Background: an optimization exercise with open tools, aiming at small area, a short achievable clock period and few clock cycles per item. Do not read the settings as production practice. No functional check of the RTL was part of any run shown here. Power and IR drop assume default switching activity.

[flow/design.v]
package sobel_pkg;
    typedef logic [11:0] rgb_t;
    typedef logic [7:0]  apb_addr_t;
    typedef logic [31:0] apb_data_t;
endpackage
module sobel_mag_rows (
    input  logic [5:0]  bx,
    input  logic        sx,
    input  logic [5:0]  by,
    input  logic        sy,
    input  logic [12:0] thresh,
    output logic [13:4] r1,
    output logic [13:4] r2,
    output logic        c_lo
);
    logic [12:0] nt;
    logic m_1;
    logic m_2;
    logic m_3;
    logic m_4;
    logic m_5;
    logic m_6;
    logic m_7;
    logic m_8;
    logic m_9;
    logic m_10;
    logic m_11;
    logic m_12;
    logic m_13;
    logic m_14;
    logic m_15;
    logic m_16;
    logic m_17;
    logic m_18;
    logic m_19;
    logic m_20;
    logic m_21;
    logic m_22;
    logic m_23;
    logic m_24;
    logic m_25;
    logic m_26;
    logic m_27;
    logic m_28;
    logic m_29;
    logic m_30;
    logic m_31;
    logic m_32;
    logic m_33;
    logic m_34;
    logic m_35;
    logic m_36;
    logic m_37;
    logic m_38;
    logic m_39;
    logic m_40;
    logic m_41;
    logic m_42;
    logic m_43;
    logic m_44;
    logic m_45;
    logic m_46;
    logic m_47;
    logic m_48;
    logic m_49;
    logic m_50;
    logic m_51;
    logic m_52;
    logic m_53;
    logic m_54;
    logic m_55;
    logic m_56;
    logic m_57;
    logic m_58;
    logic m_59;
    logic m_60;
    logic m_61;
    logic m_62;
    logic m_63;
    logic m_64;
    logic m_65;
    logic m_66;
    logic m_67;
    logic m_68;
    logic m_69;
    logic m_70;
    logic m_71;
    logic m_72;
    logic m_73;
    logic m_74;
    logic m_75;
    logic m_76;
    logic m_77;
    logic m_78;
    logic m_79;
    logic m_80;
    logic m_81;
    logic m_82;
    logic m_83;
    logic m_84;
    logic m_85;
    logic m_86;
    logic m_87;
    logic m_88;
    logic m_89;
    logic m_90;
    logic m_91;
    logic m_92;
    logic m_93;
    logic m_94;
    logic m_95;
    logic m_96;
    logic m_97;
    logic m_98;
    logic m_99;
    logic m_100;
    logic m_101;
    logic m_102;
    logic m_103;
    logic m_104;
    logic [4:0] lc;
    logic [3:0] l1, l2;
    assign nt = ~thresh;
    assign m_1 = (bx[0] & bx[2]) ^ (bx[1] & bx[0]);
    assign m_2 = (bx[0] & bx[2]) & (bx[1] & bx[0]);
    assign m_3 = (bx[0] & bx[3]) ^ (bx[2] & ~bx[1]) ^ (sx & bx[3]);
    assign m_4 = ((bx[0] & bx[3]) & (bx[2] & ~bx[1])) | ((bx[0] & bx[3]) & (sx & bx[3])) | ((bx[2] & ~bx[1]) & (sx & bx[3]));
    assign m_5 = (bx[0] & bx[4]) ^ (bx[1] & bx[3]) ^ (bx[2] & bx[1]);
    assign m_6 = ((bx[0] & bx[4]) & (bx[1] & bx[3])) | ((bx[0] & bx[4]) & (bx[2] & bx[1])) | ((bx[1] & bx[3]) & (bx[2] & bx[1]));
    assign m_7 = (sx & bx[4]) ^ (by[0] & by[4]) ^ (by[1] & by[3]);
    assign m_8 = ((sx & bx[4]) & (by[0] & by[4])) | ((sx & bx[4]) & (by[1] & by[3])) | ((by[0] & by[4]) & (by[1] & by[3]));
    assign m_9 = (bx[0] & bx[5]) ^ (bx[1] & bx[4]) ^ (bx[3] & ~bx[2]);
    assign m_10 = ((bx[0] & bx[5]) & (bx[1] & bx[4])) | ((bx[0] & bx[5]) & (bx[3] & ~bx[2])) | ((bx[1] & bx[4]) & (bx[3] & ~bx[2]));
    assign m_11 = (sx & bx[5]) ^ (by[0] & by[5]) ^ (by[1] & by[4]);
    assign m_12 = ((sx & bx[5]) & (by[0] & by[5])) | ((sx & bx[5]) & (by[1] & by[4])) | ((by[0] & by[5]) & (by[1] & by[4]));
    assign m_13 = (by[3] & ~by[2]) ^ (sy & by[5]);
    assign m_14 = (by[3] & ~by[2]) & (sy & by[5]);
    assign m_15 = (bx[1] & bx[5]) ^ (bx[2] & bx[4]) ^ (bx[3] & bx[2]);
    assign m_16 = ((bx[1] & bx[5]) & (bx[2] & bx[4])) | ((bx[1] & bx[5]) & (bx[3] & bx[2])) | ((bx[2] & bx[4]) & (bx[3] & bx[2]));
    assign m_17 = (by[1] & by[5]) ^ (by[2] & by[4]) ^ (by[3] & by[2]);
    assign m_18 = ((by[1] & by[5]) & (by[2] & by[4])) | ((by[1] & by[5]) & (by[3] & by[2])) | ((by[2] & by[4]) & (by[3] & by[2]));
    assign m_19 = (bx[2] & bx[5]) ^ (bx[4] & ~bx[3]);
    assign m_20 = (bx[2] & bx[5]) & (bx[4] & ~bx[3]);
    assign m_21 = bx[0] ^ sx;
    assign m_22 = bx[0] & sx;
    assign m_23 = (bx[1] & ~bx[0]) ^ (sx & bx[1]);
    assign m_24 = (bx[1] & ~bx[0]) & (sx & bx[1]);
    assign m_25 = m_1 ^ (sx & bx[2]) ^ (by[0] & by[2]);
    assign m_26 = (m_1 & (sx & bx[2])) | (m_1 & (by[0] & by[2])) | ((sx & bx[2]) & (by[0] & by[2]));
    assign m_27 = (by[1] & by[0]) ^ (sy & by[2]);
    assign m_28 = (by[1] & by[0]) & (sy & by[2]);
    assign m_29 = m_3 ^ (by[0] & by[3]) ^ (by[2] & ~by[1]);
    assign m_30 = (m_3 & (by[0] & by[3])) | (m_3 & (by[2] & ~by[1])) | ((by[0] & by[3]) & (by[2] & ~by[1]));
    assign m_31 = (sy & by[3]) ^ nt[4] ^ m_2;
    assign m_32 = ((sy & by[3]) & nt[4]) | ((sy & by[3]) & m_2) | (nt[4] & m_2);
    assign m_33 = m_5 ^ m_7 ^ (by[2] & by[1]);
    assign m_34 = (m_5 & m_7) | (m_5 & (by[2] & by[1])) | (m_7 & (by[2] & by[1]));
    assign m_35 = (sy & by[4]) ^ nt[5] ^ m_4;
    assign m_36 = ((sy & by[4]) & nt[5]) | ((sy & by[4]) & m_4) | (nt[5] & m_4);
    assign m_37 = m_9 ^ m_11 ^ m_13;
    assign m_38 = (m_9 & m_11) | (m_9 & m_13) | (m_11 & m_13);
    assign m_39 = nt[6] ^ m_6 ^ m_8;
    assign m_40 = (nt[6] & m_6) | (nt[6] & m_8) | (m_6 & m_8);
    assign m_41 = m_15 ^ m_17 ^ nt[7];
    assign m_42 = (m_15 & m_17) | (m_15 & nt[7]) | (m_17 & nt[7]);
    assign m_43 = m_10 ^ m_12 ^ m_14;
    assign m_44 = (m_10 & m_12) | (m_10 & m_14) | (m_12 & m_14);
    assign m_45 = m_19 ^ (by[2] & by[5]) ^ (by[4] & ~by[3]);
    assign m_46 = (m_19 & (by[2] & by[5])) | (m_19 & (by[4] & ~by[3])) | ((by[2] & by[5]) & (by[4] & ~by[3]));
    assign m_47 = nt[8] ^ m_16 ^ m_18;
    assign m_48 = (nt[8] & m_16) | (nt[8] & m_18) | (m_16 & m_18);
    assign m_49 = (bx[3] & bx[5]) ^ (bx[4] & bx[3]) ^ (by[3] & by[5]);
    assign m_50 = ((bx[3] & bx[5]) & (bx[4] & bx[3])) | ((bx[3] & bx[5]) & (by[3] & by[5])) | ((bx[4] & bx[3]) & (by[3] & by[5]));
    assign m_51 = (by[4] & by[3]) ^ nt[9] ^ m_20;
    assign m_52 = ((by[4] & by[3]) & nt[9]) | ((by[4] & by[3]) & m_20) | (nt[9] & m_20);
    assign m_53 = (bx[5] & ~bx[4]) ^ (by[5] & ~by[4]);
    assign m_54 = (bx[5] & ~bx[4]) & (by[5] & ~by[4]);
    assign m_55 = m_21 ^ by[0];
    assign m_56 = m_21 & by[0];
    assign m_57 = (sx & bx[0]) ^ (sy & by[0]) ^ nt[1];
    assign m_58 = ((sx & bx[0]) & (sy & by[0])) | ((sx & bx[0]) & nt[1]) | ((sy & by[0]) & nt[1]);
    assign m_59 = m_23 ^ (by[1] & ~by[0]) ^ (sy & by[1]);
    assign m_60 = (m_23 & (by[1] & ~by[0])) | (m_23 & (sy & by[1])) | ((by[1] & ~by[0]) & (sy & by[1]));
    assign m_61 = m_25 ^ m_27 ^ nt[3];
    assign m_62 = (m_25 & m_27) | (m_25 & nt[3]) | (m_27 & nt[3]);
    assign m_63 = m_29 ^ m_31 ^ m_26;
    assign m_64 = (m_29 & m_31) | (m_29 & m_26) | (m_31 & m_26);
    assign m_65 = m_33 ^ m_35 ^ m_30;
    assign m_66 = (m_33 & m_35) | (m_33 & m_30) | (m_35 & m_30);
    assign m_67 = m_37 ^ m_39 ^ m_34;
    assign m_68 = (m_37 & m_39) | (m_37 & m_34) | (m_39 & m_34);
    assign m_69 = m_41 ^ m_43 ^ m_38;
    assign m_70 = (m_41 & m_43) | (m_41 & m_38) | (m_43 & m_38);
    assign m_71 = m_45 ^ m_47 ^ m_42;
    assign m_72 = (m_45 & m_47) | (m_45 & m_42) | (m_47 & m_42);
    assign m_73 = m_49 ^ m_51 ^ m_46;
    assign m_74 = (m_49 & m_51) | (m_49 & m_46) | (m_51 & m_46);
    assign m_75 = m_53 ^ nt[10] ^ m_50;
    assign m_76 = (m_53 & nt[10]) | (m_53 & m_50) | (nt[10] & m_50);
    assign m_77 = (bx[5] & bx[4]) ^ (by[5] & by[4]) ^ nt[11];
    assign m_78 = ((bx[5] & bx[4]) & (by[5] & by[4])) | ((bx[5] & bx[4]) & nt[11]) | ((by[5] & by[4]) & nt[11]);
    assign m_79 = m_55 ^ sy;
    assign m_80 = m_55 & sy;
    assign m_81 = m_57 ^ m_22 ^ m_56;
    assign m_82 = (m_57 & m_22) | (m_57 & m_56) | (m_22 & m_56);
    assign m_83 = m_59 ^ nt[2] ^ m_58;
    assign m_84 = (m_59 & nt[2]) | (m_59 & m_58) | (nt[2] & m_58);
    assign m_85 = m_61 ^ m_24 ^ m_60;
    assign m_86 = (m_61 & m_24) | (m_61 & m_60) | (m_24 & m_60);
    assign m_87 = m_63 ^ m_28 ^ m_62;
    assign m_88 = (m_63 & m_28) | (m_63 & m_62) | (m_28 & m_62);
    assign m_89 = m_65 ^ m_32 ^ m_64;
    assign m_90 = (m_65 & m_32) | (m_65 & m_64) | (m_32 & m_64);
    assign m_91 = m_67 ^ m_36 ^ m_66;
    assign m_92 = (m_67 & m_36) | (m_67 & m_66) | (m_36 & m_66);
    assign m_93 = m_69 ^ m_40 ^ m_68;
    assign m_94 = (m_69 & m_40) | (m_69 & m_68) | (m_40 & m_68);
    assign m_95 = m_71 ^ m_44 ^ m_70;
    assign m_96 = (m_71 & m_44) | (m_71 & m_70) | (m_44 & m_70);
    assign m_97 = m_73 ^ m_48 ^ m_72;
    assign m_98 = (m_73 & m_48) | (m_73 & m_72) | (m_48 & m_72);
    assign m_99 = m_75 ^ m_52 ^ m_74;
    assign m_100 = (m_75 & m_52) | (m_75 & m_74) | (m_52 & m_74);
    assign m_101 = m_77 ^ m_54 ^ m_76;
    assign m_102 = (m_77 & m_54) | (m_77 & m_76) | (m_54 & m_76);
    assign m_103 = nt[12] ^ m_78;
    assign m_104 = nt[12] & m_78;
    assign l1[0] = m_79;
    assign l2[0] = nt[0];
    assign l1[1] = m_81;
    assign l2[1] = m_80;
    assign l1[2] = m_83;
    assign l2[2] = m_82;
    assign l1[3] = m_85;
    assign l2[3] = m_84;
    assign r1[4] = m_87;
    assign r2[4] = m_86;
    assign r1[5] = m_89;
    assign r2[5] = m_88;
    assign r1[6] = m_91;
    assign r2[6] = m_90;
    assign r1[7] = m_93;
    assign r2[7] = m_92;
    assign r1[8] = m_95;
    assign r2[8] = m_94;
    assign r1[9] = m_97;
    assign r2[9] = m_96;
    assign r1[10] = m_99;
    assign r2[10] = m_98;
    assign r1[11] = m_101;
    assign r2[11] = m_100;
    assign r1[12] = m_103;
    assign r2[12] = m_102;
    assign r1[13] = m_104;
    assign r2[13] = 1'b0;
    assign lc[0] = 1'b0;
    for (genvar i = 0; i < 4; i++) begin : g_lc
        assign lc[i+1] = (l1[i] & l2[i]) | ((l1[i] | l2[i]) & lc[i]);
    end
    assign c_lo = lc[4];
endmodule
module sobel_mag_carry (
    input  logic [13:4] r1,
    input  logic [13:4] r2,
    input  logic        c_lo,
    output logic        is_edge
);
    logic [13:4] cc;
    assign cc[4] = c_lo;
    for (genvar i = 4; i < 13; i++) begin : g_cc
        assign cc[i+1] = (r1[i] & r2[i]) | ((r1[i] | r2[i]) & cc[i]);
    end
    assign is_edge = r1[13] ^ r2[13] ^ cc[13];
endmodule
`timescale 1ns/1ps
module sobel_top #(
    parameter int IMG_WIDTH  = 160,
    parameter int IMG_HEIGHT = 120,
    parameter int ADDR_W     = 15
) (
    input  logic                 clk,
    input  logic                 rst_n,
    input  logic                 psel,
    input  logic                 penable,
    input  logic                 pwrite,
    input  sobel_pkg::apb_addr_t paddr,
    input  sobel_pkg::apb_data_t pwdata,
    output sobel_pkg::apb_data_t prdata,
    output logic                 pready,
    output logic                 pslverr,
    output logic                 src_rd_en,
    output logic [ADDR_W-1:0]    src_addr,
    input  sobel_pkg::rgb_t      src_data,
    output logic                 edge_we,
    output logic [ADDR_W-1:0]    edge_addr,
    output logic                 edge_bit
);
    localparam int L      = 12;
    localparam int K      = L - 2;
    localparam int NSTRIP = (IMG_HEIGHT - 2 + K - 1) / K;
    localparam int J_LAST = (IMG_HEIGHT - 1) - (NSTRIP - 1) * K;
    localparam int CH     = 2 * L + 3;
    localparam logic [ADDR_W-1:0] STEP_ROW   = ADDR_W'(IMG_WIDTH);
    localparam logic [ADDR_W-1:0] STEP_COL   = ADDR_W'(1 - (L - 1) * IMG_WIDTH);
    localparam logic [ADDR_W-1:0] STEP_STRIP = ADDR_W'(-IMG_WIDTH - (IMG_WIDTH - 1));
    localparam logic [ADDR_W-1:0] EDGE_INIT  = ADDR_W'(-3 * IMG_WIDTH + (IMG_WIDTH - 1) - IMG_WIDTH - 1);
    logic [12:0] thresh;
    logic [3:0]  margin;
    logic        busy;
    logic        done;
    logic [14:0] last_count;
    logic [14:0] cnt;
    logic [14:0] cnt_next;
    logic [14:0] rd_q;
    logic        err_q;
    logic        wr_th_q, wr_mg_q, wr_ct_q;
    logic        a_ct, a_th, a_mg, a_st, a_cn;
    assign a_ct = (paddr == 8'h00);
    assign a_th = (paddr == 8'h04);
    assign a_mg = (paddr == 8'h08);
    assign a_st = (paddr == 8'h0C);
    assign a_cn = (paddr == 8'h10);
    logic        a_ok;
    logic [14:0] rd_sel;
    assign a_ok = (paddr[7:5] == 3'd0) && (paddr[1:0] == 2'd0);
    always_comb begin
        case (paddr[4:2])
            3'd1:    rd_sel = {2'd0, thresh};
            3'd2:    rd_sel = {11'd0, margin};
            3'd3:    rd_sel = {13'd0, done, busy};
            3'd4:    rd_sel = last_count;
            default: rd_sel = '0;
        endcase
    end
    always_ff @(posedge clk) begin
        rd_q    <= a_ok ? rd_sel : 15'd0;
        err_q   <= !(a_ct || a_th || a_mg || a_st || a_cn) || (pwrite && busy && (a_ct || a_th || a_mg));
        wr_th_q <= pwrite && !busy && a_th;
        wr_mg_q <= pwrite && !busy && a_mg;
        wr_ct_q <= pwrite && !busy && a_ct;
    end
    logic access;
    logic start;
    assign pready  = 1'b1;
    assign pslverr = err_q;
    assign prdata  = {17'd0, rd_q};
    assign access  = psel && penable;
    assign start   = access && wr_ct_q && pwdata[0];
    always_ff @(posedge clk or negedge rst_n) begin
        if (!rst_n) begin
            thresh <= 13'd3000;
            margin <= 4'd0;
        end else begin
            if (access && wr_th_q) thresh <= pwdata[12:0];
            if (access && wr_mg_q) margin <= pwdata[3:0];
        end
    end
    logic [3:0]  j;       
    logic [7:0]  x;       
    logic [6:0]  ry;      
    logic        rd_done;
    logic        col_end;
    logic        strip_end;
    logic        final_rd;
    always_ff @(posedge clk) begin
        col_end   <= busy && !col_end && (j == 4'(L - 2));
        strip_end <= busy && (col_end ? (!strip_end && (x == 8'(IMG_WIDTH - 2))) : strip_end);
    end
    logic        rd_next;
    assign final_rd  = strip_end && (ry == 7'(IMG_HEIGHT - 1)) && (j == 4'(J_LAST));
    always_ff @(posedge clk) begin
        if (!busy) begin
            j         <= '0;
            x         <= '0;
            ry        <= '0;
            src_addr  <= '0;
            edge_addr <= EDGE_INIT;
            rd_done   <= 1'b0;
        end else begin
            if (col_end) begin
                j <= '0;
                if (strip_end) begin
                    x        <= '0;
                    ry       <= ry - 7'd1;
                    src_addr <= src_addr + STEP_STRIP;
                end else begin
                    x        <= x + 8'd1;
                    ry       <= ry - 7'(L - 1);
                    src_addr <= src_addr + STEP_COL;
                end
            end else begin
                j        <= j + 4'd1;
                ry       <= ry + 7'd1;
                src_addr <= src_addr + STEP_ROW;
            end
            if (j == 4'd4) begin
                edge_addr <= edge_addr + ((x == 8'd0) ? STEP_STRIP : STEP_COL);
            end else begin
                edge_addr <= edge_addr + STEP_ROW;
            end
            if (src_rd_en && final_rd) rd_done <= 1'b1;
        end
    end
    always_comb begin
        if (!busy) begin
            rd_next = start;
        end else if (rd_done || final_rd) begin
            rd_next = 1'b0;
        end else if (col_end) begin
            rd_next = !strip_end || (ry <= 7'(IMG_HEIGHT));
        end else begin
            rd_next = (ry <= 7'(IMG_HEIGHT - 2));
        end
    end
    always_ff @(posedge clk or negedge rst_n) begin
        if (!rst_n) src_rd_en <= 1'b0;
        else        src_rd_en <= rd_next;
    end
    logic [3:0] luma;
    logic [3:0] ch [0:CH-1];
    assign luma = 4'(src_data[11:10]) + 4'(src_data[7:5]) + 4'(src_data[7]) + 4'(src_data[3]);
    always_ff @(posedge clk) begin
        ch[0] <= luma;
        for (int i = 1; i < CH; i++) ch[i] <= ch[i-1];
    end
    logic [5:0]  sum_l, sum_r, sum_t, sum_b;
    logic [6:0]  dx, dy;
    logic [5:0]  bx, by;
    logic        sx, sy;
    logic [13:4] r1_d, r2_d, r1, r2;
    logic        c_lo_d, c_lo;
    logic        is_edge;
    assign sum_l = 6'(ch[2*L+2]) + {1'b0, ch[2*L+1], 1'b0} + 6'(ch[2*L]);
    assign sum_r = 6'(ch[2])     + {1'b0, ch[1], 1'b0}     + 6'(ch[0]);
    assign sum_t = 6'(ch[2*L+2]) + {1'b0, ch[L+2], 1'b0}   + 6'(ch[2]);
    assign sum_b = 6'(ch[2*L])   + {1'b0, ch[L], 1'b0}     + 6'(ch[0]);
    assign dx = {1'b0, sum_l} - {1'b0, sum_r};
    assign dy = {1'b0, sum_t} - {1'b0, sum_b};
    sobel_mag_rows u_rows (
        .bx     (bx),
        .sx     (sx),
        .by     (by),
        .sy     (sy),
        .thresh (thresh),
        .r1     (r1_d),
        .r2     (r2_d),
        .c_lo   (c_lo_d)
    );
    sobel_mag_carry u_carry (
        .r1      (r1),
        .r2      (r2),
        .c_lo    (c_lo),
        .is_edge (is_edge)
    );
    always_ff @(posedge clk) begin
        sx   <= dx[6];
        bx   <= dx[5:0] ^ {6{dx[6]}};
        sy   <= dy[6];
        by   <= dy[5:0] ^ {6{dy[6]}};
        r1   <= r1_d;
        r2   <= r2_d;
        c_lo <= c_lo_d;
    end
    logic v0, m0;
    logic [4:1] v;
    logic [4:1] m;
    assign v0 = src_rd_en && (j >= 4'd2) && (x >= 8'd2);
    assign m0 = (x <= 8'(margin)) || ((9'(x) + 9'(margin)) > 9'(IMG_WIDTH))
             || (ry <= 7'(margin)) || ((8'(ry) + 8'(margin)) > 8'(IMG_HEIGHT));
    always_ff @(posedge clk or negedge rst_n) begin
        if (!rst_n) begin
            v       <= '0;
            edge_we <= 1'b0;
        end else begin
            v       <= {v[3:1], v0};
            edge_we <= v[4];
        end
    end
    always_ff @(posedge clk) begin
        m        <= {m[3:1], m0};
        edge_bit <= is_edge && !m[4];
    end
    assign cnt_next = cnt + 15'(edge_we && edge_bit);
    always_ff @(posedge clk) begin
        if (!busy) cnt <= '0;
        else       cnt <= cnt_next;
    end
    always_ff @(posedge clk or negedge rst_n) begin
        if (!rst_n) begin
            busy       <= 1'b0;
            done       <= 1'b0;
            last_count <= '0;
        end else if (start) begin
            busy <= 1'b1;
            done <= 1'b0;
        end else if (busy && rd_done && (v == 4'd0) && !edge_we) begin
            busy       <= 1'b0;
            done       <= 1'b1;
            last_count <= cnt;
        end
    end
endmodule
[flow/flow/run.sh]
#!/bin/bash
# The standard flow, with three changes to how the layout is made:
#  - Yosys's adder-cell mapping is off (adders are left as plain gates for ABC),
#  - ABC uses its area script,
#  - the port buffers are buf_2 cells instead of the slow delay-buffer cell that
#    buffer_ports picks by default.
set -euo pipefail
bash standard.sh ADDER_MAP_FILE= ABC_AREA=1 "BUFFER_PORTS_ARGS=-buffer_cell sky130_fd_sc_hd__buf_2" finish > flow_standard.log 2>&1
[flow/standard.sh]
#!/bin/bash
# synth_recipe.tcl (not shown) runs the flow's synth.tcl, then flattens the netlist and writes it again
# the make line also repeats each setting of config.mk as NAME=value (left out here)
make -C /OpenROAD-flow-scripts/flow DESIGN_CONFIG=/design/flow/config.mk WORK_HOME=/design/flow/orfs CLKGATE_MAP_FILE= SYNTH_SCRIPT=/design/flow/synth_recipe.tcl "${@:-finish}"
[flow/config.mk]
export PLATFORM = sky130hd
export DESIGN_NAME = sobel_top
export DESIGN_NICKNAME = sobel_top
export VERILOG_FILES = /design/flow/design.v
export SDC_FILE = /design/flow/constraint.sdc
export NUM_CORES = 4
export LEC_CHECK = 0
export CAP_MARGIN = 20
export CORE_MARGIN = 2
export CORE_UTILIZATION = 40
export SLEW_MARGIN = 20
[flow/constraint.sdc]
create_clock -name core_clock -period 5.5 [get_ports {clk}]
set_input_delay 1.1000 -clock core_clock [delete_from_list [all_inputs] [get_ports {clk}]]
set_output_delay 1.1000 -clock core_clock [all_outputs]
set_load 0.01 [all_outputs]
==> results of run 1 <==
-- metal layers --
metal | up-vias | routed length (um)
met5 | - | 0
met4 | 0 | 549
met3 | 39 | 914
met2 | 155 | 12200
met1 | 4927 | 13500
li1 | 5960 | -
-- metrics by stage --
| stage | cells | power, mW | hold WS, ns |
|---|---|---|---|
| finish | 2409 | 7.85 | 0.320 |
| global route | 2409 | 8.64 | 0.328 |
| CTS | 2409 | 7.93 | 0.322 |
| detailed placement | 2354 | 5.88 | 0.312 |
| global placement | 2354 | 5.81 | 0.311 |
| floorplan | 1876 | 5.33 | 0.310 |
-- worst max-delay path, cell delays in order, from the launching register on --
cell and delay, ns:
dfxtp_1 0.66, inv_1 0.24, nor2_1 0.14, nor2_1 0.06, nand2_1 0.11, nand2_1 0.09
nand3_1 0.07, nand3_1 0.12, a21oi_1 0.19, nor2_1 0.08, nand2_1 0.08, nand2_1 0.06
o21ai_0 0.21, nand3_1 0.11, nand2_1 0.07, nor2_1 0.04
-- power breakdown --
group / leakage (nW) / internal, mW / switching (mW)
registers: 2.43 / 2.28 / 0.240
logic: 4.58 / 1.24 / 2.08
clock network: 0.483 / 1.22 / 0.795
-- logic make-up (layout without fill, tap and decap cells) --
family,Yosys count,in the layout
xor+xnor,61,61
compound gates,224,224
other cells,2,18
simple gates,979,979
mux,5,5
flops,273,273
buf+inv,316,407
-- layout by cell type (no fill, tap or decap), types with 4 or more instances in the layout --
cell type / n
a211oi_1: 5
a21boi_0: 4
a21oi_1: 66
a31oi_1: 6
buf_2: 80
clkbuf_1: 8
clkbuf_16: 31
clkinvlp_4: 4
conb_1: 18
dfrtp_1: 33
dfstp_2: 7
dfxtp_1: 233
inv_1: 257
inv_2: 10
mux2_2: 4
nand2_1: 582
nand2_2: 34
nand3_1: 92
nand3_2: 20
nand3b_1: 6
nand4_1: 14
nor2_1: 172
nor2_2: 10
nor2_4: 8
nor3_1: 26
o211ai_1: 5
o21ai_0: 89
o21ai_1: 6
o22ai_1: 11
or2_2: 4
xnor2_1: 18
xor2_1: 38
-- layout make-up --
class | instances | area, um^2
clock inverters | 13 | 164
clock buffers | 42 | 847
repair buffers | 83 | 423
flip-flops and latches | 273 | 5670
inverters | 269 | 1010
multi-input cells | 1287 | 6240
well taps | 442 | 553
fillers | 3245 | 17500
-- registers in the layout, indices dropped and copies added, names as in the netlist, 10 cells and up --
| register | count |
|---|---|
| ch | 108 |
| cnt | 15 |
| edge_addr | 15 |
| last_count | 15 |
| r1 | 10 |
| rd_q | 15 |
| src_addr | 15 |
| thresh | 13 |
-- worst min path at each step --
| stage | slack (ns) | cells after the start | end |
|---|---|---|---|
| after floorplan | 0.31 | 0 | ch[10][0]$_DFF_P_ |
| after global placement | 0.31 | 0 | ch[12][2]$_DFF_P_ |
| after detailed placement | 0.31 | 0 | ch[5][1]$_DFF_P_ |
| after CTS | 0.32 | 0 | ch[10][1]$_DFF_P_ |
| after global routing | 0.33 | 0 | ch[10][1]$_DFF_P_ |
| final | 0.32 | 0 | ch[10][1]$_DFF_P_ |
==> reports/qor.yml, run 1 <==
ys_dominant_reg_cell: "dfxtp_1"
drt_iter0_drc: 578
worstHoldStart: "ch[9][1]$_DFF_P_"
io_buffers: 80
ys_seq_elements: 273
setup_viol: 0
drive_gt1_frac: 0.123
criticalPathCategory: "flop to flop"
path_clk_slew_ns: 0.06
grt_use_met2: 0.271
synth_edf_count: 0
leakage_nw: 7.50
grt_use_met1: 0.219
drv_cap: 0
hold_class: "flop to flop"
dp_hpwl_mm: 20.3
num_rows: 66
async_flop_share: 0.147
max_freq_mhz: 408
ioPinCount: 124
placed_area_um2: 13900
track_usage: 0.162
wl_per_cell_um: 11.3
cts_root_buffer: "clkbuf_16"
initial_core_util: 0.405
drtAntennaViolNets: 0
synthesis.area_um2: 13100
first_pass_iters: 5
status: "complete, no violations"
die_area_um2: 34300
synthMostInstantiatedCell: "nand2_1"
final_nets: 2001
yosys.area.top_type_share: 0.355
core_area_um2: 32500
cts_tree: "done"
antenna_found_initial: 0
required_ns: 5.93
synth_cell_types: 61
slew_headroom: 0.354
antenna_cells: 0
use_met3: 0.0214
yosysWarnings: 2
irDropWorstVdd_v: 0.000249
fin_tns_setup_ns: 0
synth_commonest_cells: "nand2_1, inv_1, dfxtp_1, nor2_1, nand3_1"
globalplace.congestion: 0.825
reg2reg_from: "strip_end$_DFF_P_"
setup_ws_ns: 3.05
period_needed_ns: 2.45
crit_path_end: "src_addr[13]$_SDFF_PN0_"
worst_slew_pin_slew_ns: 0.966
die_w_um: 185
grt_first_pass_wirelength_mm: 46.3
fin_util: 0.460
htree_levels: 1
cts_buffer_depth: 3
syn_to_final_growth_pct: 13.6
crit_start: "strip_end$_DFF_P_"
cts_resized: 0
grt_max_degree: 41
synth_xor_area_frac: 0.0445
grt_overflow_total: 0
cp-end-kind: "flop"
synthTopCellsByArea: "dfxtp_1, nand2_1, inv_1"
ff2ff_path_depth: 15
syn_inst: 1860
cts_hold_buf: 0
synth_top_cell_by_area: "dfxtp_1"
cts_buffers: 30
critPathMaxFanout: 13
synth-simple-area-share: 0.324
synth_adder_area_share: 0
cts_setup_buffers: 0
maxSlewViolCount: 0
reg2reg_to: "src_addr[13]$_SDFF_PN0_"
hold_viol: 0
clock_latency_ns: 0.55
clock-sinks: 273
dp_slack_ns: 2.78
synth_top_family_by_area: "simple AND/OR/NAND/NOR gates"
busiest_layer: "met2"
synth_compound_area_frac: 0.0980
yosysSeqAreaShare: 0.432
finClkSkew_ns: 0.0141
wl_mm: 27.2
synthMuxAreaShare: 0.00419
crit_arrival_ns: 2.88
final_area_um2: 14900
avgSynthCellArea_um2: 7.06
rsz0062_at_grt: "no"
die_y_um: 185
rrSetupSlack_ns: 3.05
dr_total_vias: 11100
crit_path_start_kind: "flop"
p_per_area_nw_per_um2: 526
remaining_drc_errors: 0
grt_pass1_vias: 10200
viasPerCell: 4.60
min_period_over_period: 0.445
==> inputs of run 2 (changes only) <==
--- a/flow/config.mk
+++ b/flow/config.mk
@@ -8,4 +8,5 @@
 export CAP_MARGIN = 20
 export CORE_MARGIN = 2
 export CORE_UTILIZATION = 40
+export SETUP_SLACK_MARGIN = 3.35
 export SLEW_MARGIN = 20
==> reports/qor.yml, run 2 <==
status: "complete, no violations"
drive_gt1_frac: 0.278
synthMostInstantiatedCell: "nand2_1"
cts_tree: "done"
final_nets: 2062
top_register: "ch"
grt_overflow_total: 0
p_per_area_nw_per_um2: 535
synth_top_cell_by_area: "dfxtp_1"
path_clk_slew_ns: 0.06
pwr-share-comb: 0.471
synthTopCellsByArea: "dfxtp_1, nand2_1, inv_1"
rsz0062_at_grt: "yes"
clock-sinks: 273
drv_cap: 0
max_freq_mhz: 429
switching_share: 0.405
setup_viol: 0
track_usage: 0.161
grt_pass1_vias: 10200
yosys.area.top_type_share: 0.355
syn_to_final_growth_pct: 27.8
criticalPathCategory: "flop to output pin"
switching_power_mw: 3.64
crit_arrival_ns: 1.23
p_clk_frac: 0.245
irDropWorstVdd_v: 0.000268
leakage_nw: 8.20
dp_hpwl_mm: 20.3
synth_commonest_cells: "nand2_1, inv_1, dfxtp_1, nor2_1, nand3_1"
ioPinCount: 124
dp_slack_ns: 2.83
die_area_um2: 34300
num_rows: 66
yosysWarnings: 2
worst_slew_pin_slew_ns: 0.933
p_int_mw: 5.34
synth_edf_count: 0
setup_ws_ns: 3.17
finClkSkew_ns: 0.00952
hold_class: "flop to flop"
avgSynthCellArea_um2: 7.06
power_frac_seq: 0.284
grt_first_pass_wirelength_mm: 46.2
cts_buffer_depth: 3
drtAntennaViolNets: 0
viasPerCell: 4.64
critPathMaxFanout: 3
htree_levels: 1
ys_seq_elements: 273
wl_mm: 29.1
antenna_found_initial: 1
slew_headroom: 0.378
ys_dominant_reg_cell: "dfxtp_1"
async_flop_share: 0.147
syn_inst: 1860
min_period_over_period: 0.424
globalplace.congestion: 0.827
first_pass_iters: 5
wl_per_cell_um: 11.8
dr_total_vias: 11500
drt_iter0_drc: 469
initial_core_util: 0.405
layout_common_cells: "nand2_1, inv_1, dfxtp_1"
die_w_um: 185
maxSlewViolCount: 0
cp-end-kind: "output pin"
remaining_drc_errors: 0
crit_path_start_kind: "flop"
core_area_um2: 32500
grt_max_degree: 41
hold_viol: 0
largest_reg_flops: 108
layout_commonest_cell: "nand2_1"
yosysSeqAreaShare: 0.432
cts_root_buffer: "clkbuf_16"
fillCellCount: 3045
synthesis.area_um2: 13100
fin_tns_setup_ns: 0
required_ns: 4.40
die_y_um: 185
synth_cell_types: 61
io_buffers: 80
period_needed_ns: 2.33
clock_latency_ns: 0.55
cts_buffers: 30
## run 2: cell counts after synthesis
No cell type changed its count.
## run 2: worst max-delay path, stage by stage (launching register included)
cell and delay (ns):
dfrtp_1 0.43, buf_6 0.14, buf_6 0.11
## run 2: cells by family after synthesis
family / after synthesis / synth area share
and+or+nand+nor: 979 / 0.324
muxes: 5 / 0.00419
DFF: 273 / 0.432
xor gates and xnor gates: 61 / 0.0445
other: 2 / 0.000572
buffers and inverters: 316 / 0.0971
AOI/OAI and AO/OA: 224 / 0.0980
## run 2: final cells by class
class / instances / area (um^2) / area share
sequential: 273 / 5860 / 0.349
clock inverter: 21 / 303 / 0.0180
clock buffer: 35 / 811 / 0.0483
inverter: 269 / 1020 / 0.0611
multi-input combinational: 1287 / 7200 / 0.429
timing repair buffer: 144 / 1030 / 0.0616
antenna: 1 / 2.50 / 0.000149
tap: 442 / 553 / 0.0329
## run 2: routing by layer
metal / wire [um] / global-route usage / part of all wire / vias to the layer above
li1: - / - / - / 6098
met1: 13800 / 0.215 / 0.48 / 5173
met2: 13700 / 0.272 / 0.47 / 162
met3: 1070 / 0.0244 / 0.037 / 41
met4: 552 / 0.0419 / 0.019 / 0
met5: 0 / 0 / 0 / -
## run 2: repair_timing
action | CTS | global route
setup endpoints to repair | 73 | 84
pin swaps | 3 | 97
buffers inserted | 18 | 43
resized for setup | 84 | 323
hold buffers | 0 | 0
## run 2: power by group through the flow
stage | Combinational (mW) | Clock (mW) | Sequential (mW)
global route | 4.83 | 2.34 | 2.58
detailed placement | 3.34 | 0 | 2.55
finish | 4.23 | 2.19 | 2.55
global placement | 3.27 | 0 | 2.55
CTS | 3.39 | 2.25 | 2.52
floorplan | 2.92 | 0 | 2.41
## run 2: worst paths after layout
| path | start | endpoint | slack, ns | cells past startpoint |
|---|---|---|---|---|
| min in group asynchronous | rst_n | thresh[12]$_DFFE_PN0P_ | 0.69 | 1 |
| setup / recovery | edge_we$_DFF_PN0_ | edge_we | 3.17 | 2 |
| hold reg to reg | ch[11][1]$_DFF_P_ | ch[12][1]$_DFF_P_ | 0.32 | 0 |
| max in group asynchronous | rst_n | v[4]$_DFF_PN0_ | 4.23 | 1 |
| hold / removal | ch[11][1]$_DFF_P_ | ch[12][1]$_DFF_P_ | 0.32 | 0 |
| setup reg to reg | ch[24][2]$_DFF_P_ | bx[5]$_DFF_P_ | 3.33 | 17 |
## run 2: through the flow
| step | total power [mW] | cells | utilization | hold slack [ns] | area (um^2) |
|---|---|---|---|---|---|
| after floorplan | 5.33 | 1876 | - | 0.310 | 13200 |
| after global placement | 5.82 | 2354 | 0.429 | 0.311 | 13900 |
| after detailed placement | 5.89 | 2354 | 0.429 | 0.312 | 13900 |
| after CTS | 8.15 | 2428 | 0.473 | 0.323 | 15300 |
| after global routing | 9.75 | 2471 | 0.517 | 0.327 | 16800 |
| final | 8.97 | 2472 | 0.517 | 0.321 | 16800 |
==> inputs of run 3 (changes only) <==
--- a/flow/config.mk
+++ b/flow/config.mk
@@ -8,5 +8,5 @@
 export CAP_MARGIN = 20
 export CORE_MARGIN = 2
 export CORE_UTILIZATION = 40
-export SETUP_SLACK_MARGIN = 3.35
+export SETUP_SLACK_MARGIN = 3.1
 export SLEW_MARGIN = 20
==> reports/qor.yml, run 3 <==
crit_path_top_delay_cell: "dfxtp_1"
fin_util: 0.467
antenna_cells: 0
clock-sinks: 273
critPathMaxFanout: 7
async_flop_share: 0.147
dp_hpwl_mm: 20.3
slew_headroom: 0.348
finClkSkew_ns: 0.0148
initial_core_util: 0.405
synthMuxAreaShare: 0.00419
synth-simple-area-share: 0.324
crit_arrival_ns: 1.15
cts_root_buffer: "clkbuf_16"
layout_common_cells: "nand2_1, inv_1, dfxtp_1"
top_register: "ch"
drtAntennaViolNets: 0
path_clk_slew_ns: 0.06
synth_adder_area_share: 0
syn_inst: 1860
maxSlewViolCount: 0
criticalPathCategory: "flop to output pin"
synth_top_cell_by_area: "dfxtp_1"
rsz0062_at_grt: "yes"
wl_per_cell_um: 11.4
crit_buf_inv: 1
remaining_drc_errors: 0
synth_edf_count: 0
synth_xor_area_frac: 0.0445
final_nets: 2006
antenna_found_initial: 0
htree_levels: 1
period_needed_ns: 2.25
fillCellCount: 3217
core_area_um2: 32500
syn_to_final_growth_pct: 15.5
clock_latency_ns: 0.55
required_ns: 4.40
ys_seq_elements: 273
drt_iter0_drc: 626
yosys.area.top_type_share: 0.355
worst_slew_pin_slew_ns: 0.974
first_pass_iters: 5
synth_top_family_by_area: "simple AND/OR/NAND/NOR gates"
cts_buffers: 30
grt_pass1_vias: 10200
synth_commonest_cells: "nand2_1, inv_1, dfxtp_1, nor2_1, nand3_1"
min_period_over_period: 0.409
leakage_nw: 7.56
num_rows: 66
synthTopCellsByArea: "dfxtp_1, nand2_1, inv_1"
hold_slack_ns: 0.320
grt_overflow_total: 0
hold_class: "flop to flop"
dr_total_vias: 11200
hold_viol: 0
ioPinCount: 124
p_total_mw: 7.98
yosysWarnings: 2
setup_viol: 0
ys_dominant_reg_cell: "dfxtp_1"
avgSynthCellArea_um2: 7.06
viasPerCell: 4.64
cts_buffer_depth: 3
cts_tree: "done"
regArea_um2: 5730
synthMostInstantiatedCell: "nand2_1"
p_per_area_nw_per_um2: 526
max_freq_mhz: 445
grt_max_degree: 41
io_buffers: 80
die_y_um: 185
grt_first_pass_wirelength_mm: 46.3
drv_cap: 0
cts_hold_buf: 0
die_w_um: 185
status: "complete, no violations"
fin_tns_setup_ns: 0
multi_input_area_um2: 6410
synthesis.area_um2: 13100
die_area_um2: 34300
synth_compound_area_frac: 0.0980
track_usage: 0.162
crit_family: "flip-flops"
layout_commonest_cell: "nand2_1"
synth_cell_types: 61
largest_reg_flops: 108
irDropWorstVdd_v: 0.000252
critPathMaxStageDelay_ns: 0.44
cp-end-kind: "output pin"
globalplace.congestion: 0.825
wl_mm: 27.4
crit_path_start_kind: "flop"
yosysSeqAreaShare: 0.432
drive_gt1_frac: 0.159
cp_cell_sequence: "buf_2"
## run 3: cell count changes in the layout (fill, tap and decap cells not counted), sizes merged
| cell | delta |
|---|---|
| buf | -56 |
| clkinv | -3 |
| inv | -2 |
| bufinv | -3 |
| diode | -1 |
| clkbuf | +7 |
## run 3: worst paths after layout
path / startpoint / end / slack, ns / depth (start not counted)
min in group asynchronous: rst_n / last_count[8]$_DFFE_PN0P_ / 0.70 / 1
worst max-delay path: src_addr[10]$_SDFF_PN0_ / src_addr[10] / 3.25 / 1
max in group asynchronous: rst_n / edge_we$_DFF_PN0_ / 4.15 / 1
worst max register to register: edge_bit$_DFF_P_ / cnt[14]$_SDFF_PN0_ / 3.33 / 14
worst min register to register: ch[9][1]$_DFF_P_ / ch[10][1]$_DFF_P_ / 0.32 / 0
worst min-delay path: ch[9][1]$_DFF_P_ / ch[10][1]$_DFF_P_ / 0.32 / 0
## run 3: per-layer routing
metal | vias to the layer above | track usage | share of wire
met5 | - | 0 | 0
met4 | 0 | 0.0419 | 0.020
met3 | 39 | 0.0214 | 0.034
met2 | 162 | 0.271 | 0.46
met1 | 5013 | 0.219 | 0.49
li1 | 5978 | - | -
## run 3: layout make-up
cell class | count | area share
repair buffers | 88 | 0.0306
inverters | 269 | 0.0666
clock inverters | 13 | 0.0108
flip-flops and latches | 273 | 0.377
clock buffers | 42 | 0.0558
well taps | 442 | 0.0365
multi-input cells | 1287 | 0.422
## run 3: report_power, final
part           switching (mW)  internal [mW]  total (mW)
Sequential              0.242           2.29        2.53
Clock                   0.794           1.22        2.01
Combinational            2.14           1.30        3.44
## run 3: per-stage QoR
stage | instance area (um^2) | setup slack, ns | instances
finish | 15200 | 3.25 | 2414
global route | 15200 | 3.08 | 2414
floorplan | 13200 | 3.28 | 1876
detailed placement | 13900 | 2.78 | 2354
global placement | 13900 | 2.75 | 2354
CTS | 14900 | 3.16 | 2409
## run 3: logic make-up (layout without fill, tap and decap cells)
family / count (synthesis) / after routing
compound gates: 224 / 224
flops: 273 / 273
buf+inv: 316 / 412
mux: 5 / 5
other cells: 2 / 18
simple gates: 979 / 979
xor+xnor: 61 / 61
## run 3: repair_timing
item | CTS | global route
setup endpoints to repair | 5 | 43
pin swaps | 0 | 16
setup buffers | 0 | 5
gates resized for setup | 2 | 86
## run 3: worst reg2reg max path: stages, from the launching register on
cell and delay, ns:
dfxtp_2 0.41, nand3_4 0.13, nor3_4 0.19, nand2_2 0.11, nor3_4 0.20, nand2_2 0.08, nor2_2 0.12, inv_2 0.06
nor2_4 0.11, nand2_2 0.10, nor3_4 0.17, nand2_2 0.10, nor2_4 0.11, o21ai_0 0.09, a21oi_1 0.13
==> inputs of run 4 (changes only) <==
--- a/flow/config.mk
+++ b/flow/config.mk
@@ -8,5 +8,5 @@
 export CAP_MARGIN = 20
 export CORE_MARGIN = 2
 export CORE_UTILIZATION = 40
-export SETUP_SLACK_MARGIN = 3.1
+export SETUP_SLACK_MARGIN = 3.2
 export SLEW_MARGIN = 20
==> reports/qor.yml, run 4 <==
status: "complete, no violations"
antenna_found_initial: 0
num_rows: 66
final_cells: 2432
regArea_um2: 5760
async_flop_share: 0.147
crit_family: "flip-flops"
drive_gt1_frac: 0.223
viasPerCell: 4.68
rsz0062_at_grt: "yes"
antenna_cells: 0
max_freq_mhz: 430
crit_path_start_kind: "flop"
first_pass_iters: 5
dr_total_vias: 11400
p_clk_frac: 0.238
clock_latency_ns: 0.55
top_register: "ch"
irDropWorstVdd_v: 0.000276
wl_per_cell_um: 11.7
pwr-share-comb: 0.460
switching_share: 0.406
syn_to_final_growth_pct: 21.1
dp_hpwl_mm: 20.3
worst_slew_pin_slew_ns: 0.969
wl_mm: 28.4
cts_buffer_depth: 3
criticalPathCategory: "flop to output pin"
avgSynthCellArea_um2: 7.06
clock-sinks: 273
crit_arrival_ns: 1.23
drt_iter0_drc: 623
min_period_over_period: 0.423
synth_commonest_cells: "nand2_1, inv_1, dfxtp_1, nor2_1, nand3_1"
synthMostInstantiatedCell: "nand2_1"
globalplace.congestion: 0.825
hold_viol: 0
multi_input_area_um2: 6950
reg2reg_from: "ch[0][2]$_DFF_P_"
htree_levels: 1
critPathMaxStageDelay_ns: 0.40
die_y_um: 185
p_per_area_nw_per_um2: 532
maxSlewViolCount: 0
synthTopCellsByArea: "dfxtp_1, nand2_1, inv_1"
die_area_um2: 34300
crit_buf_inv: 2
ys_dominant_reg_cell: "dfxtp_1"
dp.cells: 2354
ioPinCount: 124
cp-end-kind: "output pin"
largest_reg_flops: 108
yosysWarnings: 2
crit_path_top_delay_cell: "dfrtp_1"
ff2ff_path_depth: 20
cts_tree: "done"
layout_common_cells: "nand2_1, inv_1, dfxtp_1"
synth_edf_count: 0
path_clk_slew_ns: 0.06
synth_top_cell_by_area: "dfxtp_1"
initial_core_util: 0.405
hold_class: "flop to flop"
critPathMaxFanout: 3
core_area_um2: 32500
drv_cap: 0
p_total_mw: 8.46
finClkSkew_ns: 0.0135
setup_viol: 0
remaining_drc_errors: 0
layout_commonest_cell: "nand2_1"
required_ns: 4.40
track_usage: 0.162
cp_cell_sequence: "buf_4 -> buf_2"
fillCellCount: 3138
grt_pass1_vias: 10200
yosysSeqAreaShare: 0.432
grt_overflow_total: 0
ys_seq_elements: 273
cts_root_buffer: "clkbuf_16"
worstHoldEndpoint: "ch[10][1]$_DFF_P_"
yosys.area.top_type_share: 0.355
cts_buffers: 30
min_path_cells: 0
final_nets: 2024
leakage_nw: 7.82
drtAntennaViolNets: 0
reg2reg_to: "bx[4]$_DFF_P_"
p_int_mw: 5.03
synth_cell_types: 61
worstHoldStart: "ch[9][1]$_DFF_P_"
io_buffers: 80
grt_first_pass_wirelength_mm: 46.3
grt_max_degree: 41
power_frac_seq: 0.302
period_needed_ns: 2.33
synthesis.area_um2: 13100
syn_inst: 1860
fin_tns_setup_ns: 0
die_w_um: 185
slew_headroom: 0.352
switching_power_mw: 3.44
rrSetupSlack_ns: 3.32
run 4: changes by cell type in the layout (fill, tap and decap cells not counted), moves of 8 or more:
cell | previous run | this run
inv_2 | 13 | 25
nand2_1 | 561 | 499
nand3_2 | 22 | 13
dfxtp_2 | 19 | 27
nand2_2 | 55 | 87
buf_4 | 7 | 25
dfxtp_1 | 207 | 191
nand2_4 | 0 | 30
dfxtp_4 | 7 | 15
inv_1 | 254 | 240
nand3_4 | 4 | 19
run 4: repair_timing:
| action | 4_1_cts | 5_1_grt |
|---|---|---|
| gates resized for setup | 5 | 259 |
| pin swaps | 0 | 69 |
| setup endpoints to repair | 10 | 63 |
| hold buffers | 0 | 0 |
| buffers inserted | 0 | 23 |
run 4: worst max-delay path by stage:
stage / from / endpoint / cells past startpoint
after global placement: paddr[3] / rd_q[0]$_SDFF_PN0_ / 6
after global routing: ch[0][2]$_DFF_P_ / bx[4]$_DFF_P_ / 20
after floorplan: paddr[3] / rd_q[2]$_SDFF_PN0_ / 5
after detailed placement: paddr[4] / rd_q[0]$_SDFF_PN0_ / 6
after CTS: x[5]$_SDFFE_PN0P_ / edge_addr[14]$_SDFF_PN1_ / 14
final: edge_we$_DFF_PN0_ / edge_we / 2
run 4: per-stage QoR:
stage / area [um^2] / setup slack (ns) / hold slack, ns / util
floorplan: 13200 / 3.28 / 0.310 / -
global placement: 13900 / 2.75 / 0.311 / 0.428
detailed placement: 13900 / 2.78 / 0.312 / 0.428
CTS: 14900 / 3.20 / 0.322 / 0.460
global route: 15900 / 3.11 / 0.328 / 0.490
finish: 15900 / 3.17 / 0.320 / 0.490
run 4: area by class of cell:
cell class | count | area share
inverter | 269 | 0.0639
clock buffer | 42 | 0.0533
multi-input combinational | 1287 | 0.437
timing repair buffer | 106 | 0.0377
tap | 442 | 0.0348
sequential | 273 | 0.363
clock inverter | 13 | 0.0103
run 4: worst register-to-register path: stages (launching register included):
cell and delay, ns:
dfxtp_4 0.40, nand2_4 0.08, buf_4 0.14, nand2_4 0.07, nand2_4 0.06, nand2_4 0.07
nand2_4 0.08, nand2_4 0.08, nand2_4 0.06, nand2_4 0.07, nand2_4 0.07, nand2_4 0.09
nand2_4 0.06, nand3_4 0.11, inv_1 0.05, a21o_1 0.17, nand2_1 0.07, nand2_2 0.07
nor2_4 0.19, nand2_1 0.07, nand2_1 0.06
run 4: cell families (layout without fill, tap and decap cells):
family	Yosys count	after routing	synth area share
other	2	18	0.000572
XOR/XNOR	61	61	0.0445
AND/OR/NAND/NOR	979	979	0.324
multiplexers	5	5	0.00419
flip-flops	273	273	0.432
buffers and inverters	316	430	0.0971
AO/OA/AOI/OAI	224	224	0.0980
run 4: per-layer routing:
| metal | track usage | vias to the layer above | routed length (um) |
|---|---|---|---|
| met5 | 0 | - | 0 |
| met4 | 0.0419 | 0 | 526 |
| met3 | 0.0214 | 37 | 907 |
| met2 | 0.271 | 166 | 13300 |
| met1 | 0.219 | 5153 | 13700 |
| li1 | - | 6016 | - |
run 4: power groups by stage:
| stage | logic [mW] | registers, mW | clock network, mW |
|---|---|---|---|
| 2_1_floorplan | 2.92 | 2.41 | 0 |
| 3_3_place_gp | 3.26 | 2.55 | 0 |
| 3_5_place_dp | 3.32 | 2.56 | 0 |
| 4_1_cts | 3.34 | 2.52 | 2.07 |
| 5_1_grt | 4.52 | 2.59 | 2.15 |
| 6_report | 3.89 | 2.56 | 2.01 |
==> inputs of run 5 (changes only) <==
--- a/flow/config.mk
+++ b/flow/config.mk
@@ -8,5 +8,6 @@
 export CAP_MARGIN = 20
 export CORE_MARGIN = 2
 export CORE_UTILIZATION = 40
-export SETUP_SLACK_MARGIN = 3.2
+export CTS_BUF_LIST = sky130_fd_sc_hd__clkbuf_8
+export SETUP_SLACK_MARGIN = 3.1
 export SLEW_MARGIN = 20
==> reports/qor.yml, run 5 <==
initial_core_util: 0.405
max_freq_mhz: 421
die_w_um: 185
required_ns: 4.40
critPathMaxStageDelay_ns: 0.42
num_rows: 66
dr_total_vias: 11200
yosysWarnings: 2
htree_levels: 2
synth_cell_types: 61
worst_slew_pin_slew_ns: 0.936
synthesis.area_um2: 13100
remaining_drc_errors: 0
syn_inst: 1860
antenna_cells: 0
use_met3: 0.0303
period_needed_ns: 2.38
hold_viol: 0
grt_use_met2: 0.274
cts_tree: "done"
irDropWorstVdd_v: 0.000284
crit_path_top_delay_cell: "dfrtp_1"
core_area_um2: 32500
crit_buf_inv: 2
setup_ws_ns: 3.12
drv_cap: 0
ys_dominant_reg_cell: "dfxtp_1"
wl_per_cell_um: 11.4
antenna_found_initial: 0
dp_hpwl_mm: 20.3
synthTopCellsByArea: "dfxtp_1, nand2_1, inv_1"
syn_to_final_growth_pct: 15.1
synth_edf_count: 0
avgSynthCellArea_um2: 7.06
yosys.area.top_type_share: 0.355
setup_viol: 0
leakage_nw: 7.64
die_y_um: 185
slew_headroom: 0.374
busiest_layer: "met2"
globalplace.congestion: 0.825
io_buffers: 80
status: "complete, no violations"
crit_path_start_kind: "flop"
yosysSeqAreaShare: 0.432
wl_mm: 27.8
layout_common_cells: "nand2_1, inv_1, dfxtp_1"
criticalPathCategory: "flop to output pin"
hold_class: "flop to flop"
layout_commonest_cell: "nand2_1"
ioPinCount: 124
final_area_um2: 15100
cts_buffers: 46
synth_commonest_cells: "nand2_1, inv_1, dfxtp_1, nor2_1, nand3_1"
crit_arrival_ns: 1.28
min_period_over_period: 0.432
critPathMaxFanout: 3
grt_use_met1: 0.217
cp_cell_sequence: "buf_4 -> buf_2"
rrSetupSlack_ns: 3.29
die_area_um2: 34300
maxSlewViolCount: 0
fin_tns_setup_ns: 0
drtAntennaViolNets: 0
largest_reg_flops: 108
clock-sinks: 273
cts_root_buffer: "clkbuf_8"
path_clk_slew_ns: 0.06
cts_hold_buf: 0
grt_overflow_total: 0
grt_first_pass_wirelength_mm: 46.6
grt_max_degree: 41
placed_area_um2: 13900
crit_family: "flip-flops"
drt_iter0_drc: 514
grt_pass1_vias: 10300
final_nets: 2021
first_pass_iters: 5
rsz0062_at_grt: "yes"
p_per_area_nw_per_um2: 518
cts_buffer_depth: 3
synthMostInstantiatedCell: "nand2_1"
clock_latency_ns: 0.59
cp-end-kind: "output pin"
synth_top_cell_by_area: "dfxtp_1"
finClkSkew_ns: 0.0276
dp_slack_ns: 2.78
async_flop_share: 0.147
drive_gt1_frac: 0.166
top_register: "ch"
viasPerCell: 4.60
track_usage: 0.164
ys_seq_elements: 273
-- run 5: worst register-to-register path, delay by kind of cell, from the launching register on --
kind | cells | cell delay (ns)
compound gates | 2 | 0.21
simple gates | 11 | 1.45
flops | 1 | 0.41
buf+inv | 1 | 0.06
-- run 5: what timing repair did --
action                     in CTS  in global routing
hold endpoints to repair        0                  0
setup buffers                   0                  4
pin swaps                       0                 10
setup endpoints to repair       5                 44
resized for setup               2                 78
-- run 5: through the flow --
stage / hold WS (ns) / utilization / power [mW] / std cells
floorplan: 0.310 / - / 5.33 / 1876
global placement: 0.311 / 0.428 / 5.81 / 2354
detailed placement: 0.312 / 0.428 / 5.88 / 2354
CTS: 0.302 / 0.459 / 7.83 / 2439
global route: 0.316 / 0.466 / 8.64 / 2443
finish: 0.311 / 0.466 / 7.83 / 2443
-- run 5: kinds of logic after synthesis --
group	after synthesis	synth area share
other	2	0.000572
DFF	273	0.432
muxes	5	0.00419
buffers and inverters	316	0.0971
and+or+nand+nor	979	0.324
xor gates and xnor gates	61	0.0445
AOI/OAI and AO/OA	224	0.0980
-- run 5: area by class of cell --
cell class                 count  area [um^2]
clock buffer                  60          826
clock inverter                25          174
fill                        3245        17300
inverter                     269         1010
multi-input combinational   1287         6370
sequential                   273         5730
tap                          442          553
timing repair buffer          87          457
-- run 5: final timing paths --
path,cells past startpoint,endpoint,startpoint
min in group asynchronous,1,thresh[12]$_DFFE_PN0P_,rst_n
max in group asynchronous,1,v[2]$_DFF_PN0_,rst_n
setup reg to reg,14,cnt[14]$_SDFF_PN0_,edge_we$_DFF_PN0_
hold reg to reg,0,ch[12][3]$_DFF_P_,ch[11][3]$_DFF_P_
setup / recovery,2,edge_we,edge_we$_DFF_PN0_
hold / removal,0,ch[12][3]$_DFF_P_,ch[11][3]$_DFF_P_
-- run 5: where the power goes --
part	switching [mW]	internal, mW
Clock	0.824	1.08
Combinational	2.12	1.27
Sequential	0.243	2.29
Total	3.18	4.64
-- run 5: metal layers --
layer,vias up,wire length [um]
li1,6011,-
met1,5014,13500
met2,175,12600
met3,41,1130
met4,0,509
met5,-,0
==> inputs of run 6 (changes only) <==
--- a/flow/config.mk
+++ b/flow/config.mk
@@ -8,6 +8,7 @@
 export CAP_MARGIN = 20
 export CORE_MARGIN = 2
 export CORE_UTILIZATION = 40
-export CTS_BUF_LIST = sky130_fd_sc_hd__clkbuf_8
+export CTS_BUF_LIST = sky130_fd_sc_hd__clkbuf_4 sky130_fd_sc_hd__clkbuf_8
+export CTS_CLUSTER_SIZE = 16
 export SETUP_SLACK_MARGIN = 3.1
 export SLEW_MARGIN = 20
==> reports/qor.yml, run 6 <==
yosysWarnings: 2
layout_common_cells: "nand2_1, inv_1, dfxtp_1"
die_y_um: 185
grt_first_pass_wirelength_mm: 46.6
synthesis.area_um2: 13100
hold_viol: 0
ioPinCount: 124
leakage_nw: 7.63
grt_pass1_vias: 10300
hold_slack_ns: 0.311
cts_buffers: 46
synth_edf_count: 0
crit_buf_inv: 1
cts_hold_buf: 0
fillCellCount: 3229
finClkSkew_ns: 0.0277
async_flop_share: 0.147
required_ns: 4.40
synth_cell_types: 61
critPathMaxFanout: 4
dp_hpwl_mm: 20.3
maxSlewViolCount: 0
synth_commonest_cells: "nand2_1, inv_1, dfxtp_1, nor2_1, nand3_1"
wl_mm: 27.7
status: "complete, no violations"
clock-sinks: 273
max_freq_mhz: 442
dr_total_vias: 11200
worst_slew_pin_slew_ns: 0.937
irDropWorstVdd_v: 0.000282
hold_class: "flop to flop"
rsz0062_at_grt: "yes"
crit_path_top_delay_cell: "dfrtp_2"
drtAntennaViolNets: 0
layout_commonest_cell: "nand2_1"
drt_iter0_drc: 534
track_usage: 0.164
fin_tns_setup_ns: 0
synthMostInstantiatedCell: "nand2_1"
final_nets: 2020
top_register: "ch"
globalplace.congestion: 0.825
synth_top_cell_by_area: "dfxtp_1"
die_area_um2: 34300
cts_tree: "done"
avgSynthCellArea_um2: 7.06
critPathMaxStageDelay_ns: 0.44
path_clk_slew_ns: 0.06
ys_seq_elements: 273
antenna_cells: 0
initial_core_util: 0.405
crit_path_start_kind: "flop"
antenna_found_initial: 0
rrSetupSlack_ns: 3.32
synthTopCellsByArea: "dfxtp_1, nand2_1, inv_1"
crit_family: "flip-flops"
first_pass_iters: 5
crit_arrival_ns: 1.16
grt_overflow_total: 0
criticalPathCategory: "flop to output pin"
grt_max_degree: 41
setup_viol: 0
viasPerCell: 4.60
io_buffers: 80
syn_inst: 1860
yosysSeqAreaShare: 0.432
cts_buffer_depth: 3
core_area_um2: 32500
cts_root_buffer: "clkbuf_8"
die_w_um: 185
period_needed_ns: 2.26
num_rows: 66
clock_latency_ns: 0.59
cp-end-kind: "output pin"
p_per_area_nw_per_um2: 522
cp_cell_sequence: "buf_2"
drive_gt1_frac: 0.172
remaining_drc_errors: 0
syn_to_final_growth_pct: 15.5
ys_dominant_reg_cell: "dfxtp_1"
drv_cap: 0
wl_per_cell_um: 11.4
slew_headroom: 0.373
largest_reg_flops: 108
min_period_over_period: 0.411
htree_levels: 2
yosys.area.top_type_share: 0.355
run 6: cell counts after synthesis:
Identical to the previous run, type by type.
run 6: kinds of logic after synthesis:
logic type | Yosys count | share of synthesized area
AO/OA/AOI/OAI | 224 | 0.0980
other | 2 | 0.000572
buffers and inverters | 316 | 0.0971
multiplexers | 5 | 0.00419
flip-flops | 273 | 0.432
XOR/XNOR | 61 | 0.0445
AND/OR/NAND/NOR | 979 | 0.324
run 6: repair_timing:
action	in CTS	in global routing
pin swaps	0	9
setup endpoints to repair	5	44
gates cloned	0	0
resized for setup	2	75
setup buffers	0	3
run 6: metal layers:
metal / GRT usage / share of wire
met1: 0.217 / 0.49
met2: 0.273 / 0.45
met3: 0.0303 / 0.039
met4: 0.0470 / 0.019
met5: 0 / 0
run 6: path summary, 6_finish.rpt:
path,from,endpoint,cells after the start
min in group asynchronous,rst_n,thresh[12]$_DFFE_PN0P_,1
min,ch[11][3]$_DFF_P_,ch[12][3]$_DFF_P_,0
max in group asynchronous,rst_n,edge_we$_DFF_PN0_,1
min reg2reg,ch[11][3]$_DFF_P_,ch[12][3]$_DFF_P_,0
max reg2reg,edge_bit$_DFF_P_,cnt[14]$_SDFF_PN0_,14
max,edge_we$_DFF_PN0_,edge_we,1
run 6: report_power, final:
group / switching, mW / internal, mW
Sequential: 0.243 / 2.29
Clock: 0.825 / 1.18
Combinational: 2.11 / 1.27
run 6: layout make-up:
| class | instances | area [um^2] | area share |
|---|---|---|---|
| Multi-Input combinational cell | 1287 | 6370 | 0.420 |
| Sequential cell | 273 | 5730 | 0.378 |
| Timing Repair Buffer | 86 | 449 | 0.0296 |
| Tap cell | 442 | 553 | 0.0365 |
| Clock inverter | 11 | 121 | 0.00801 |
| Inverter | 269 | 1010 | 0.0666 |
| Clock buffer | 74 | 931 | 0.0614 |
run 6: worst reg2reg max path, cell delays in order (launching register included):
cell,delay (ns)
dfxtp_2,0.41
nand3_4,0.13
nor3_4,0.19
nand2_2,0.11
nor3_4,0.20
nand2_2,0.08
nor2_2,0.12
inv_2,0.06
nor2_4,0.11
nand2_2,0.10
nor3_4,0.17
nand2_2,0.10
nor2_4,0.11
o21ai_0,0.08
a21oi_1,0.13
run 6: through the flow:
stage               setup WS (ns)  instance area [um^2]  utilization  total power [mW]  cells
detailed placement           2.78                 13900        0.428              5.88   2354
floorplan                    3.28                 13200            -              5.33   1876
global placement             2.75                 13900        0.428              5.81   2354
finish                       3.24                 15200        0.467              7.92   2442
CTS                          3.14                 15000        0.461              7.92   2439
global route                 3.06                 15200        0.467              8.73   2442
==> inputs of run 7 (changes only) <==
--- a/flow/config.mk
+++ b/flow/config.mk
@@ -8,7 +8,7 @@
 export CAP_MARGIN = 20
 export CORE_MARGIN = 2
 export CORE_UTILIZATION = 40
-export CTS_BUF_LIST = sky130_fd_sc_hd__clkbuf_4 sky130_fd_sc_hd__clkbuf_8
-export CTS_CLUSTER_SIZE = 16
+export CTS_CLUSTER_DIAMETER = 100
+export CTS_CLUSTER_SIZE = 30
 export SETUP_SLACK_MARGIN = 3.1
 export SLEW_MARGIN = 20
==> reports/qor.yml, run 7 <==
layout_common_cells: "nand2_1, inv_1, dfxtp_1"
ioPinCount: 124
reg2reg_to: "cnt[14]$_SDFF_PN0_"
rsz0062_at_grt: "yes"
cp-end-kind: "output pin"
io_buffers: 80
track_usage: 0.158
synth_commonest_cells: "nand2_1, inv_1, dfxtp_1, nor2_1, nand3_1"
clock_latency_ns: 0.51
synthMostInstantiatedCell: "nand2_1"
p_per_area_nw_per_um2: 486
crit_path_start_kind: "flop"
drt_iter0_drc: 512
synthTopCellsByArea: "dfxtp_1, nand2_1, inv_1"
drtAntennaViolNets: 0
crit_buf_inv: 2
final_nets: 1989
num_rows: 66
wl_mm: 26.9
slew_headroom: 0.379
critPathMaxFanout: 3
ys_seq_elements: 273
synth_cell_types: 61
avgSynthCellArea_um2: 7.06
crit_path_top_delay_cell: "dfrtp_1"
die_y_um: 185
die_area_um2: 34300
top_register: "ch"
globalplace.congestion: 0.825
syn_inst: 1860
cts_root_buffer: "clkbuf_16"
yosys.area.top_type_share: 0.355
dp_hpwl_mm: 20.3
antenna_found_initial: 0
drive_gt1_frac: 0.145
grt_max_degree: 41
worst_slew_pin_slew_ns: 0.931
maxSlewViolCount: 0
largest_reg_flops: 108
path_clk_slew_ns: 0.12
die_w_um: 185
min_period_over_period: 0.417
synthesis.area_um2: 13100
worstHoldEndpoint: "ch[23][0]$_DFF_P_"
htree_levels: 1
hold_viol: 0
core_area_um2: 32500
fin_tns_setup_ns: 0
max_freq_mhz: 436
critPathMaxStageDelay_ns: 0.42
cts_hold_buf: 0
fin_util: 0.448
cp_cell_sequence: "buf_4 -> buf_2"
crit_arrival_ns: 1.20
wl_per_cell_um: 11.3
antenna_cells: 0
setup_viol: 0
hold_slack_ns: 0.328
grt_pass1_vias: 9927
cts_buffer_depth: 3
hold_class: "flop to flop"
layout_commonest_cell: "nand2_1"
viasPerCell: 4.61
period_needed_ns: 2.30
worstHoldStart: "ch[22][0]$_DFF_P_"
crit_family: "flip-flops"
cts_tree: "done"
rrSetupSlack_ns: 3.30
setup_ws_ns: 3.20
grt_overflow_total: 0
clock-sinks: 273
grt_first_pass_wirelength_mm: 45.3
initial_core_util: 0.405
first_pass_iters: 5
yosysSeqAreaShare: 0.432
status: "complete, no violations"
leakage_nw: 7.28
synth_edf_count: 0
required_ns: 4.40
remaining_drc_errors: 0
finClkSkew_ns: 0.0240
dr_total_vias: 11000
fillCellCount: 3265
min_path_cells: 0
async_flop_share: 0.147
cts_buffers: 13
criticalPathCategory: "flop to output pin"
drv_cap: 0
reg2reg_from: "edge_bit$_DFF_P_"
irDropWorstVdd_v: 0.000251
ys_dominant_reg_cell: "dfxtp_1"
yosysWarnings: 2
syn_to_final_growth_pct: 10.7
synth_top_cell_by_area: "dfxtp_1"
dp_slack_ns: 2.78
ff2ff_path_depth: 14
==> run 7: cell counts after synthesis <==
No cell type changed its count.
==> run 7: metal layers <==
| layer | routed length (um) | part of all wire | up-vias | track usage |
|---|---|---|---|---|
| li1 | - | - | 5920 | - |
| met1 | 13300 | 0.50 | 4889 | 0.217 |
| met2 | 12300 | 0.46 | 144 | 0.268 |
| met3 | 862 | 0.032 | 26 | 0.0173 |
| met4 | 417 | 0.015 | 0 | 0.0333 |
| met5 | 0 | 0 | - | 0 |
==> run 7: area by class of cell <==
class / count / area, um^2 / area share
clock inverters: 4 / 71.3 / 0.00491
repair buffers: 88 / 464 / 0.0319
well taps: 442 / 553 / 0.0380
multi-input cells: 1287 / 6380 / 0.439
flip-flops and latches: 273 / 5730 / 0.394
inverters: 269 / 1010 / 0.0695
clock buffers: 16 / 337 / 0.0232
==> run 7: what timing repair did <==
| action | CTS | global route |
|---|---|---|
| pin swaps | 0 | 12 |
| endpoints found under the setup margin | 5 | 47 |
| buffers inserted | 0 | 5 |
| gates resized for setup | 2 | 78 |
==> run 7: cell families after synthesis <==
kind of cell,count (synthesis),share of synthesized area
other cells,2,0.000572
compound gates,224,0.0980
buf+inv,316,0.0971
mux,5,0.00419
flops,273,0.432
simple gates,979,0.324
xor+xnor,61,0.0445
==> run 7: power by group <==
group | switching, mW | internal, mW
combinational | 2.12 | 1.28
sequential | 0.242 | 2.29
clock | 0.632 | 0.502
total | 2.99 | 4.07
==> run 7: metrics by stage <==
stage / instances / area (um^2) / power (mW)
2_1_floorplan: 1876 / 13200 / 5.33
3_3_place_gp: 2354 / 13900 / 5.81
3_5_place_dp: 2354 / 13900 / 5.88
4_1_cts: 2374 / 14300 / 7.03
5_1_grt: 2379 / 14500 / 7.84
6_report: 2379 / 14500 / 7.06
==> run 7: worst max path at each step <==
stage | from | endpoint | slack, ns | cells after the start
global placement | paddr[3] | rd_q[0]$_SDFF_PN0_ | 2.75 | 6
CTS | bx[4]$_DFF_P_ | r1[7]$_DFF_P_ | 3.12 | 19
floorplan | paddr[3] | rd_q[2]$_SDFF_PN0_ | 3.28 | 5
detailed placement | paddr[4] | rd_q[0]$_SDFF_PN0_ | 2.78 | 6
global route | bx[3]$_DFF_P_ | r1[5]$_DFF_P_ | 3.07 | 15
finish | edge_we$_DFF_PN0_ | edge_we | 3.20 | 2

static timing again, ports no longer ideal:
Ports are ideal in the flow. The routed layouts listed here were re-timed in OpenROAD. Step 1 assumes that a clkbuf_16 drives the clock port and a buf_2 every other input. Step 2 moves the port delays by t, midway between the first and last clock arrival at a register: inputs arrive t later, outputs are due t later. That takes back most of the time a late clock gives input paths. a / b / c = ideal ports / drivers / drivers and shift; a / b = the first two.
run	t, ns	setup slack, ns	worst setup path after step 2	pins driven straight from the clock port
run 1	0.593	3.050 / 3.050 / 2.782	input to register	1
run 2	0.599	3.170 / 3.118 / 2.946	input to register	1
run 3	0.593	3.252 / 3.200 / 2.781	input to register	1
run 4	0.593	3.175 / 3.123 / 2.850	input to register	1
run 5	0.615	3.124 / 3.078 / 2.763	input to register	1
run 6	0.615	3.240 / 3.193 / 2.765	input to register	1
run 7	0.544	3.205 / 3.152 / 2.845	input to register	1
After both steps setup and hold are still met in every run listed. For run 6, which loses most, drivers alone change the setup slack by -0.047 ns; drivers and shift together by -0.475 ns.
